From an optimization exercise on the open Yosys and OpenROAD flow, aimed at small area, a short achievable clock period and few clock cycles; shortcuts taken in it are not production practice.
The RTL was checked by simulation tests, not by an equivalence proof against the original design.

## v35
Design ntt_top, start of the top module:
module ntt_top (
    input  logic        clk,
    input  logic        rst,
    input  logic        i_start,
    input  logic        i_mode,
    output logic        o_done,
    output logic        o_bram_a_we,
    output logic [7:0]  o_bram_a_addr,
    output logic [15:0] o_bram_a_wdata,
    output logic        o_bram_b_we,
    output logic [7:0]  o_bram_b_addr,
    output logic [15:0] o_bram_b_wdata,
    input  logic [15:0] i_bram_dout_a,
    input  logic [15:0] i_bram_dout_b
);
Size in the first run: about 2800 cells after synthesis, about 87 I/O pins, roughly 22000 sq um of cells after synthesis.
==> flow/config.mk <==
export PLATFORM = sky130hd
export DESIGN_NAME = ntt_top
export DESIGN_NICKNAME = ntt_top
export VERILOG_FILES = /design/flow/design.v
export SDC_FILE = /design/flow/constraint.sdc
export NUM_CORES = 4
export LEC_CHECK = 0
export ABC_AREA = 1
export CAP_MARGIN = 20
export CORE_MARGIN = 2
export CORE_UTILIZATION = 50
export CTS_CLUSTER_DIAMETER = 90
export CTS_CLUSTER_SIZE = 24
export PLACE_DENSITY = 0.6
export SLEW_MARGIN = 20
==> flow/constraint.sdc <==
create_clock -name core_clock -period 13.5 [get_ports {clk}]
set_input_delay 2.7000 -clock core_clock [delete_from_list [all_inputs] [get_ports {clk}]]
set_output_delay 2.7000 -clock core_clock [all_outputs]
set_load 0.01 [all_outputs]
standard.sh (not shown) runs the stock make flow with config.mk's settings and CLKGATE_MAP_FILE= SYNTH_SCRIPT=/design/flow/synth_recipe.tcl, a recipe that flattens the netlist after the stock synthesis.
==> flow/flow/run.sh <==
#!/bin/bash
# The standard layout, with the port buffers made of sky130_fd_sc_hd__buf_2
# cells instead of the resizer's default choice. Every port is still buffered.
set -euo pipefail
export BUFFER_PORTS_ARGS="-buffer_cell sky130_fd_sc_hd__buf_2"
bash standard.sh > standard.log 2>&1
Testbench counts of v35, summed over its fixed seeds: cycles 66,632.
Modified inputs, v31 compared to v35
- CTS_CLUSTER_DIAMETER: 90 -> unset
- CTS_CLUSTER_SIZE: 24 -> unset
- CORE_UTILIZATION: 50 -> 45
- PLACE_DENSITY: 0.6 -> 0.55
Findings:
v31 did not stop at any stage, and its layout met the timing, design-rule and antenna checks. v31 against v35: via count held steady; design area grew by 2.7%; multi-input gate share of the layout cell area shrank by 1.4 points. As far as number of cells on the worst reg-to-reg path is concerned, v31 and v35 perform about the same. Relative to v35, non-clock buffer count decreased by 1 in v31. The first-pass GRT wire length reported for v31 is greater than that of v35 by 3.2 mm. In terms of slack of the worst reg-to-reg path, v31 and v35 differ only marginally.
The inputs of v49 differ from those of v31 as listed below.
- setting CTS_CLUSTER_SIZE to 20 for the first time
- setting CTS_CLUSTER_DIAMETER to 80 for the first time
Results
v49 ran to completion and came out clean on the timing, design-rule and antenna checks. Re clock-buffer cell count: v31 and v49 aren't equal, and the lower value belongs to v49. [compare] base=v31 new=v49: routed length per instance saw little to no change. v31 -> v49: hold slack flat. Compared v49 vs v31, and achievable clock frequency is down in v49. Final period utilization: v49 vs v31 up 0.17 points. v49 vs v31: first-pass GRT wire length down slightly. Reported for v31 and v49, final max-slew violation count turned out identical to the last digit.
The following lists how v14 was set up differently from v49:
- putting GPL_TIMING_DRIVEN at 0 where nothing was set
### Flow results
- On hold-fix buffer count after cts, v49 tracks v14 almost exactly.
- Critical path depth was higher in the run labelled v14.
- Summary of v14 over v49: first-iteration DRC count has increased.
- Total wire length after detailed routing (v14 over v49): increase, 11%
- Summary of v14 over v49: total routed wire length on the met1 layer up 5.2%, cell count of the worst reg-to-reg path decreased by 6 relative to the old numbers.

* * *

Another version of the RTL of ntt_top (not shown whole).
Size in the first run: about 2,500 cells after synthesis, ~300 flip-flops, roughly 87 I/O pins, about 22,000 um2 of cells after synthesis.
make LEC_CHECK=0 CAP_MARGIN=50 CORE_MARGIN=2 CORE_UTILIZATION=25 PLACE_DENSITY=0.35 SLEW_MARGIN=80 finish   # period 13.5 ns
run.sh (not shown) runs the stock make flow with config.mk's settings and CLKGATE_MAP_FILE= SYNTH_SCRIPT=/design/flow/synth_recipe.tcl, a recipe that flattens the netlist after the stock synthesis.
Stock flow here: none of the scripts above is used.
The first run produced a clean layout.
Testbench counts at the start, summed over its fixed seeds: cycles 66,632.
Then changed:
--- a/flow/config.mk
+++ b/flow/config.mk
@@ -6,7 +6,7 @@
 export NUM_CORES = 4
 export LEC_CHECK = 0
-export CAP_MARGIN = 50
+export CAP_MARGIN = 20
 export CORE_MARGIN = 2
 export CORE_UTILIZATION = 25
 export PLACE_DENSITY = 0.35
-export SLEW_MARGIN = 80
+export SLEW_MARGIN = 20
The changed run passed the timing, design-rule and antenna checks.
Routed wire length falls by 1.7%.
Design area falls by 9.2%.
Synthesized area is unchanged.
Setup slack is better by 1.7 ns.
Synthesized cell count is unchanged.
Via count falls by 1.9%.
Clock skew rises by 0.014 ns.
Fmax rises by 36%.
Utilization falls by 2.9 points.

## port drivers added, routing unchanged
No port has a modelled driver above. Below, the same layouts with a new extraction and two added sets of constraints. Step 1 (the two cells are an assumption about what drives the block):
set clk [get_ports {clk}]
set_driving_cell -lib_cell sky130_fd_sc_hd__clkbuf_16 $clk
set_driving_cell -lib_cell sky130_fd_sc_hd__buf_2 [delete_from_list [all_inputs] $clk]
Step 2 times the ports against the registers' clock, not the clock port: input delays grow and output delays shrink by t, the midpoint of the rising clock arrivals with the driver on. Three values: ideal, step 1, step 2; two values: the first two.
run | t, ns | setup WS [ns] | worst setup path at the end | worst register clock-pin slew, ns | worst slew at a driven data input, ns
v35 | 0.577 | 9.616 / 9.561 / 9.632 | register to register | 0.10 / 0.10 | 0.03
v31 | 0.611 | 9.587 / 9.529 / 9.639 | register to register | 0.06 / 0.06 | 0.04
v49 | 0.594 | 9.565 / 9.512 / 9.622 | register to register | 0.09 / 0.09 | 0.04
v14 | 0.613 | 9.457 / 9.449 / 9.457 | register to register | 0.08 / 0.08 | 0.04
the first run of note 2 | 0.613 | 7.227 / 7.227 / 7.227 | register to register | 0.06 / 0.06 | 0.07
the second run of note 2 | 0.614 | 8.899 / 8.899 / 8.899 | register to register | 0.06 / 0.06 | 0.05
After both steps setup and hold are still met in every run listed.
